Source: an optimization exercise on an open RTL-to-GDS flow (aim: small area and few clock cycles). Production flows keep margins and buffers that such runs may drop.
In this exercise RTL edits were held to simulation tests only and were not proved equivalent to the original.

==> flow/design.v (excerpt) <==
module phase_to_complex_transmission #(
   parameter int unsigned CORDIC_STAGES = 18
) (
   input  logic                                 clock,
   input  logic                                 reset,
   input  logic                                 req_valid,
   output logic                                 req_ready,
   input  logic signed [ptc_pkg::SAMPLE_W-1:0]  req_sample,
   input  logic                                 req_last,
   output logic                                 rsp_valid,
   input  logic                                 rsp_ready,
   output logic signed [ptc_pkg::OUT_W-1:0]     rsp_real,
   output logic signed [ptc_pkg::OUT_W-1:0]     rsp_imag,
   output logic                                 rsp_last,
   input  logic                                 csr_valid,
   output logic                                 csr_ready,
   input  logic [ptc_pkg::CSR_INDEX_W-1:0]      csr_index,
   input  logic [ptc_pkg::CSR_DATA_W-1:0]       csr_wdata
);
For scale: ~570 flip-flops, ~120 I/O pins, about 99000 um2 of cells after synthesis.
clock: 12.0 ns
lec_check: 0
abc_area: 1
cap_margin: 20
core_margin: 2
core_utilization: 40
place_density: 0.6
slew_margin: 20
run.sh (not shown) runs the stock make flow with config.mk's settings and CLKGATE_MAP_FILE= SYNTH_SCRIPT=/design/flow/synth_recipe.tcl, a recipe that flattens the netlist after the stock synthesis.
The first run completed with no timing, DRC or antenna violations.
Testbench counts at the start, summed over its fixed seeds: cycles 8,072.
Change:
--- a/flow/design.v
+++ b/flow/design.v
@@ -2302,12 +2302,21 @@
    output logic                                 rsp_last,
    input  logic                                 csr_valid,
    output logic                                 csr_ready,
    input  logic [ptc_pkg::CSR_INDEX_W-1:0]      csr_index,
    input  logic [ptc_pkg::CSR_DATA_W-1:0]       csr_wdata
 );
+   function automatic logic signed [23:0] sat_out(input logic signed [55:0] v);
+      if (v > 56'sd8388607) begin
+         sat_out = 24'sh7FFFFF;
+      end else if (v < -56'sd8388608) begin
+         sat_out = 24'sh800000;
+      end else begin
+         sat_out = v[23:0];
+      end
+   endfunction
    logic [SCALE_W-1:0] phase_scale_ff;
    logic               weak_mode_ff;
    logic               advance;
    logic               accept;
    logic               out_valid;
    assign csr_ready = 1'b1;
@@ -2333,32 +2342,29 @@
       .s (req_sample),
       .c (phase_scale_ff),
       .p (prod)
    );
    logic [17:0]              q2;
    logic [40:0]              r2;
-   logic [36:0]              w_t;
+   logic signed [PROD_W-1:0] w_sum, w_shift;
    logic signed [23:0]       weak2;
    logic [40:0]              s2_r;
    logic                     s2_v, s2_l, s2_w;
    ptc_qest u_qest (
       .ph (s1_p[PROD_W-1:38]),
       .q  (q2)
    );
    ptc_rem u_rem (
       .p  (s1_p[40:0]),
       .q  (q2),
       .r  (r2)
    );
-   ptc_adds #(.W(37)) u_wrnd (.a(s1_p[55:19]), .b(37'd0), .ci(1'b1), .s(w_t));
    always_comb begin
-      if (w_t[36:24] == {13{w_t[36]}}) begin
-         weak2 = w_t[24:1];
-      end else begin
-         weak2 = w_t[36] ? 24'sh800000 : 24'sh7FFFFF;
-      end
+      w_sum   = s1_p + 56'sd524288;
+      w_shift = w_sum >>> 20;
+      weak2   = sat_out(w_shift);
    end
    logic [31:0]              z0, z2;
    logic                     neg3;
    logic [17:0]              dir_a;
    logic [31:0]              s3_z;
    logic [1:0]               s3_dir;
Maximum frequency decreases by 1.1%.
Core utilization climbs by 0.12 points.
Routed wire length went up by 4.6%.
Flip-flop and latch count is unchanged.
Worst setup slack degrades by 0.11 ns.
Testbench counts after the change, summed over its fixed seeds: cycles 8,072.

Another version of the RTL of phase_to_complex_transmission (not shown whole).
Size in the first run: about 15,000 cells after synthesis, about 570 flip-flops, ~120 I/O pins, about 110,000 um^2 of cells after synthesis.
==> module ptc_cordic_cell, before the edit <==
module ptc_cordic_cell #(
   parameter int unsigned STAGE = 0
) (
   input  logic               dir,
   input  logic               hold,
   input  logic signed [31:0] x_i,
   input  logic signed [31:0] y_i,
   output logic signed [31:0] x_o,
   output logic signed [31:0] y_o
);
   logic signed [31:0] dx, dy;
   logic [32:0]        tx, ty;
   always_comb begin
      dx = y_i >>> STAGE;
      dy = x_i >>> STAGE;
      tx = {x_i, 1'b1} + {dx ^ {32{dir}}, dir};
      ty = {y_i, 1'b1} + {(dy ^ {32{!dir}}) & {32{!hold}}, !dir && !hold};
      x_o = tx[32:1];
      y_o = ty[32:1];
   end
endmodule
==> flow/config.mk <==
export PLATFORM = sky130hd
export DESIGN_NAME = phase_to_complex_transmission
export DESIGN_NICKNAME = phase_to_complex_transmission
export VERILOG_FILES = /design/flow/design.v
export SDC_FILE = /design/flow/constraint.sdc
export NUM_CORES = 4
export LEC_CHECK = 0
export ABC_AREA = 1
export CAP_MARGIN = 20
export CORE_MARGIN = 2
export CORE_UTILIZATION = 40
export PLACE_DENSITY = 0.6
export SLEW_MARGIN = 20
==> flow/constraint.sdc <==
create_clock -name core_clock -period 12.0 [get_ports {clock}]
set_input_delay 2.4000 -clock core_clock [delete_from_list [all_inputs] [get_ports {clock}]]
set_output_delay 2.4000 -clock core_clock [all_outputs]
set_load 0.01 [all_outputs]
Testbench counts at the start, summed over its fixed seeds: cycles 8,072.
Next try:
--- a/flow/design.v
+++ b/flow/design.v
@@ -33,15 +33,12 @@
    output logic signed [31:0] y_o
 );
    logic signed [31:0] dx, dy;
-   logic [32:0]        tx, ty;
    always_comb begin
       dx = y_i >>> STAGE;
       dy = x_i >>> STAGE;
-      tx = {x_i, 1'b1} + {dx ^ {32{dir}}, dir};
-      ty = {y_i, 1'b1} + {(dy ^ {32{!dir}}) & {32{!hold}}, !dir && !hold};
-      x_o = tx[32:1];
-      y_o = ty[32:1];
    end
+   ptc_add32 ax (.a(x_i), .b(dx ^ {32{dir}}), .ci(dir), .s(x_o));
+   ptc_add32 ay (.a(y_i), .b((dy ^ {32{!dir}}) & {32{!hold}}), .ci(!dir && !hold), .s(y_o));
 endmodule
 module ptc_xy_seg #(
    parameter int unsigned FIRST = 0,
@@ -70,6 +67,32 @@
    assign x_o = xs[LAST+1];
    assign y_o = ys[LAST+1];
 endmodule
+module ptc_add32 (
+   input  logic [31:0] a,
+   input  logic [31:0] b,
+   input  logic        ci,
+   output logic [31:0] s
+);
+   logic [31:0] p, g;
+   logic [31:0] G [0:5];
+   logic [31:0] P [0:5];
+   assign p = a ^ b;
+   assign g = a & b;
+   always_comb begin
+      G[0] = g; P[0] = p;
+      G[0][0] = g[0] | (p[0] & ci);
+      for (int l = 1; l <= 5; l++) begin
+         G[l] = G[l-1]; P[l] = P[l-1];
+         for (int i = 0; i < 32; i++)
+            if ((i >> (l-1)) % 2 == 1) begin
+               int j; j = ((i >> (l-1)) << (l-1)) - 1;
+               G[l][i] = G[l-1][i] | (P[l-1][i] & G[l-1][j]);
+               P[l][i] = P[l-1][i] & P[l-1][j];
+            end
+      end
+   end
+   assign s = p ^ {G[5][30:0], ci};
+endmodule
 module ptc_qest (
    input  logic [17:0] ph,
    output logic [17:0] q
=> Setup slack improved by 0.026 ns; via count drops by 9.2%; flip-flop and latch count is unchanged; synthesized cell count goes down by 7.9%; cell area went down by 4.6%; die area came out lower by about 5%; non-clock buffer count goes up by 32; global-route usage decreases by 0.27 points; core utilization came out higher by 0.22 points; sequential share of layout area grows by 0.68 points.
Testbench counts after the change, summed over its fixed seeds: cycles 8,072.

## static timing again, ports no longer ideal
No port has a modelled driver above. Below, the same layouts with a new extraction and two added sets of constraints.
Step 1 sets driving cells, clkbuf_16 on the clock port and buf_2 on the other inputs (assumed; they add their load-dependent delay and slew).
Step 2, shift: input delay + t, output delay - t, t = (earliest + latest rising clock arrival at the registers) / 2. This alone moves slack from input paths to output paths.
Slacks: ideal / step 1 / step 2; pairs: ideal / step 1.
run	t (ns)	slack for setup (ns)	hold WS [ns]
the first run of note 1	0.795	1.480 / 1.480 / 1.262	0.420 / 0.420 / 0.420
the second run of note 1	0.798	1.366 / 1.366 / 1.276	0.378 / 0.378 / 0.378
the first run of note 2	0.813	1.096 / 1.096 / 1.096	0.417 / 0.417 / 0.417
the second run of note 2	0.790	1.122 / 1.122 / 1.122	0.419 / 0.419 / 0.419
After both steps every run listed still meets setup and hold. The setup slack of the first run of note 1, which loses most, moves by 0.000 ns with the drivers and by -0.218 ns with both steps.
